Background: an optimization exercise with open tools, aiming at small area. Do not read the settings as production practice.
Function was checked by simulation only, so behaviour that the tests miss may differ from the original.
No activity file was given, so power comes from the tool's default toggle rates. The clock port is modelled as an ideal driver; clocking choices that lean on that would not hold on a real chip.

## flash_ctrl
module flash_ctrl
(
    input  logic              i_clk,
    input  logic              i_rst,
    input  logic [1:0]        i_op_type,
    input  logic [ADDR_W-1:0] i_op_addr,
    input  logic [NUM_W-1:0]  i_op_num,
    input  logic              i_op_valid,
    output logic              o_op_ready,
    input  logic [DATA_W-1:0] i_wr_data,
    input  logic              i_wr_sop,
    input  logic              i_wr_eop,
    input  logic              i_wr_valid,
    output logic [DATA_W-1:0] o_rd_data,
    output logic              o_rd_sop,
    output logic              o_rd_eop,
    output logic              o_rd_valid,
    output logic [OP_W-1:0]   o_spi_op_data,
    output logic [1:0]        o_spi_op_type,
    output logic [LEN_W-1:0]  o_spi_op_len,
    output logic [LEN_W-1:0]  o_spi_clk_len,
    output logic              o_spi_op_valid,
    input  logic              i_spi_op_ready,
    output logic [DATA_W-1:0] o_spi_write_data,
    input  logic              i_spi_write_req,
    input  logic [DATA_W-1:0] i_spi_read_data,
    input  logic              i_spi_read_valid
);
export LEC_CHECK = 0
export CAP_MARGIN = 0
export CORE_MARGIN = 2
export CORE_UTILIZATION = 70
export CTS_BUF_LIST = sky130_fd_sc_hd__clkbuf_16
export CTS_CLUSTER_DIAMETER = 85
export CTS_CLUSTER_SIZE = 37
export SLEW_MARGIN = 0
create_clock -name core_clock -period 10.0 [get_ports {i_clk}]
standard.sh (not shown) runs the stock make flow with config.mk's settings and CLKGATE_MAP_FILE= SYNTH_SCRIPT=/design/flow/synth_recipe.tcl, a recipe that flattens the netlist after the stock synthesis.
==> flow/flow/run.sh <==
#!/bin/bash
# Standard layout with two changes to what the flow inserts (the design and constraints are
# untouched): port buffers use the smallest buffer, and clock tree synthesis adds no dummy
# loads.
set -e
export BUFFER_PORTS_ARGS="-buffer_cell sky130_fd_sc_hd__buf_1"
export CTS_ARGS="-sink_clustering_enable -repair_clock_nets -sink_clustering_size 37 -sink_clustering_max_diameter 85 -buf_list sky130_fd_sc_hd__clkbuf_16 -dont_use_dummy_load "
bash standard.sh > standard.log 2>&1
Change:
==> flow/flow/run.sh (replaced) <==
#!/bin/bash
# Standard layout with two changes to what the flow inserts (the design and constraints are
# untouched): port buffers use the smallest buffer, and clock tree synthesis adds no dummy
# loads.
set -e
export BUFFER_PORTS_ARGS="-buffer_cell sky130_fd_sc_hd__buf_1"
export CTS_ARGS="-sink_clustering_enable -repair_clock_nets -sink_clustering_size 10 -sink_clustering_max_diameter 30 -buf_list \"sky130_fd_sc_hd__clkbuf_4 sky130_fd_sc_hd__clkbuf_8 sky130_fd_sc_hd__clkbuf_16\" -dont_use_dummy_load -sink_clustering_buffer sky130_fd_sc_hd__clkbuf_4"
bash standard.sh > standard.log 2>&1
--- a/flow/config.mk
+++ b/flow/config.mk
@@ -7,3 +7,3 @@
 export LEC_CHECK = 0
-export CAP_MARGIN = 0
+export CAP_MARGIN = 20
 export CORE_MARGIN = 2
@@ -11,4 +11,4 @@
 export CTS_BUF_LIST = sky130_fd_sc_hd__clkbuf_16
-export CTS_CLUSTER_DIAMETER = 85
-export CTS_CLUSTER_SIZE = 37
-export SLEW_MARGIN = 0
+export CTS_CLUSTER_DIAMETER = 30
+export CTS_CLUSTER_SIZE = 10
+export SLEW_MARGIN = 20
- The new run went through all stages and came out clean
- synthesized area stays the same
- via count went up by a few percent
- design area came out higher by a few percent
- clock power grows by well over a third
- register-to-register slack got worse by 50 ps
Change:
==> flow/flow/run.sh (replaced) <==
#!/bin/bash
# Standard layout with two changes to what the flow inserts (the design and constraints are
# untouched): port buffers use the smallest buffer, and clock tree synthesis adds no dummy
# loads.
set -e
export BUFFER_PORTS_ARGS="-buffer_cell sky130_fd_sc_hd__buf_1"
export CTS_ARGS="-sink_clustering_enable -repair_clock_nets -sink_clustering_size 34 -sink_clustering_max_diameter 60 -buf_list sky130_fd_sc_hd__clkbuf_16 -dont_use_dummy_load "
bash standard.sh > standard.log 2>&1
--- a/flow/config.mk
+++ b/flow/config.mk
@@ -11,4 +11,4 @@
 export CTS_BUF_LIST = sky130_fd_sc_hd__clkbuf_16
-export CTS_CLUSTER_DIAMETER = 30
-export CTS_CLUSTER_SIZE = 10
+export CTS_CLUSTER_DIAMETER = 60
+export CTS_CLUSTER_SIZE = 34
 export SLEW_MARGIN = 20
Outcome:
- total power is lower slightly
- design area is lower slightly
- global-route usage is lower by 1.0 points
- worst hold slack gets better by 15 ps
- worst setup slack gets better by 110 ps
Change:
==> flow/flow/run.sh (replaced) <==
#!/bin/bash
# Standard layout with two changes to what the flow inserts (the design and constraints are
# untouched): port buffers use the smallest buffer, and clock tree synthesis adds no dummy
# loads.
set -e
export BUFFER_PORTS_ARGS="-buffer_cell sky130_fd_sc_hd__buf_1"
export CTS_ARGS="-sink_clustering_enable -repair_clock_nets -sink_clustering_size 32 -sink_clustering_max_diameter 80 -buf_list sky130_fd_sc_hd__clkbuf_16 -dont_use_dummy_load "
bash standard.sh > standard.log 2>&1
--- a/flow/config.mk
+++ b/flow/config.mk
@@ -7,3 +7,3 @@
 export LEC_CHECK = 0
-export CAP_MARGIN = 20
+export CAP_MARGIN = 0
 export CORE_MARGIN = 2
@@ -11,4 +11,4 @@
 export CTS_BUF_LIST = sky130_fd_sc_hd__clkbuf_16
-export CTS_CLUSTER_DIAMETER = 60
-export CTS_CLUSTER_SIZE = 34
-export SLEW_MARGIN = 20
+export CTS_CLUSTER_DIAMETER = 80
+export CTS_CLUSTER_SIZE = 32
+export SLEW_MARGIN = 0
What happened: First-iteration DRC count went down by 4.4%; total power went down by 3.5%; area after synthesis stays the same; hold slack is worse by 25 ps.

==> re-timing with driven ports <==
The results above use ideal ports. As a check the final layouts listed here were re-extracted and re-timed, cells and wires unchanged.
Step 1: set_driving_cell puts a clkbuf_16 on i_clk and a buf_2 on each other input, an assumption about the parent block.
Step 2 also shifts input and output timing later by t, the mid clock arrival at the registers, as if the neighbouring blocks saw the same clock.
Slacks: ideal / step 1 / step 2; pairs: ideal / step 1.
run	t (ns)	setup WS [ns]	hold slack, ns	pins driven straight from the clock port
the first run	0.710	4.728 / 4.656 / 5.045	0.398 / 0.398 / 0.398	1
the second run	0.860	4.610 / 4.537 / 5.001	0.361 / 0.361 / 0.361	1
the third run	0.742	4.717 / 4.644 / 5.012	0.376 / 0.376 / 0.376	1
the fourth run	0.699	4.748 / 4.675 / 5.053	0.351 / 0.351 / 0.351	1
After both steps every run listed still meets setup and hold.
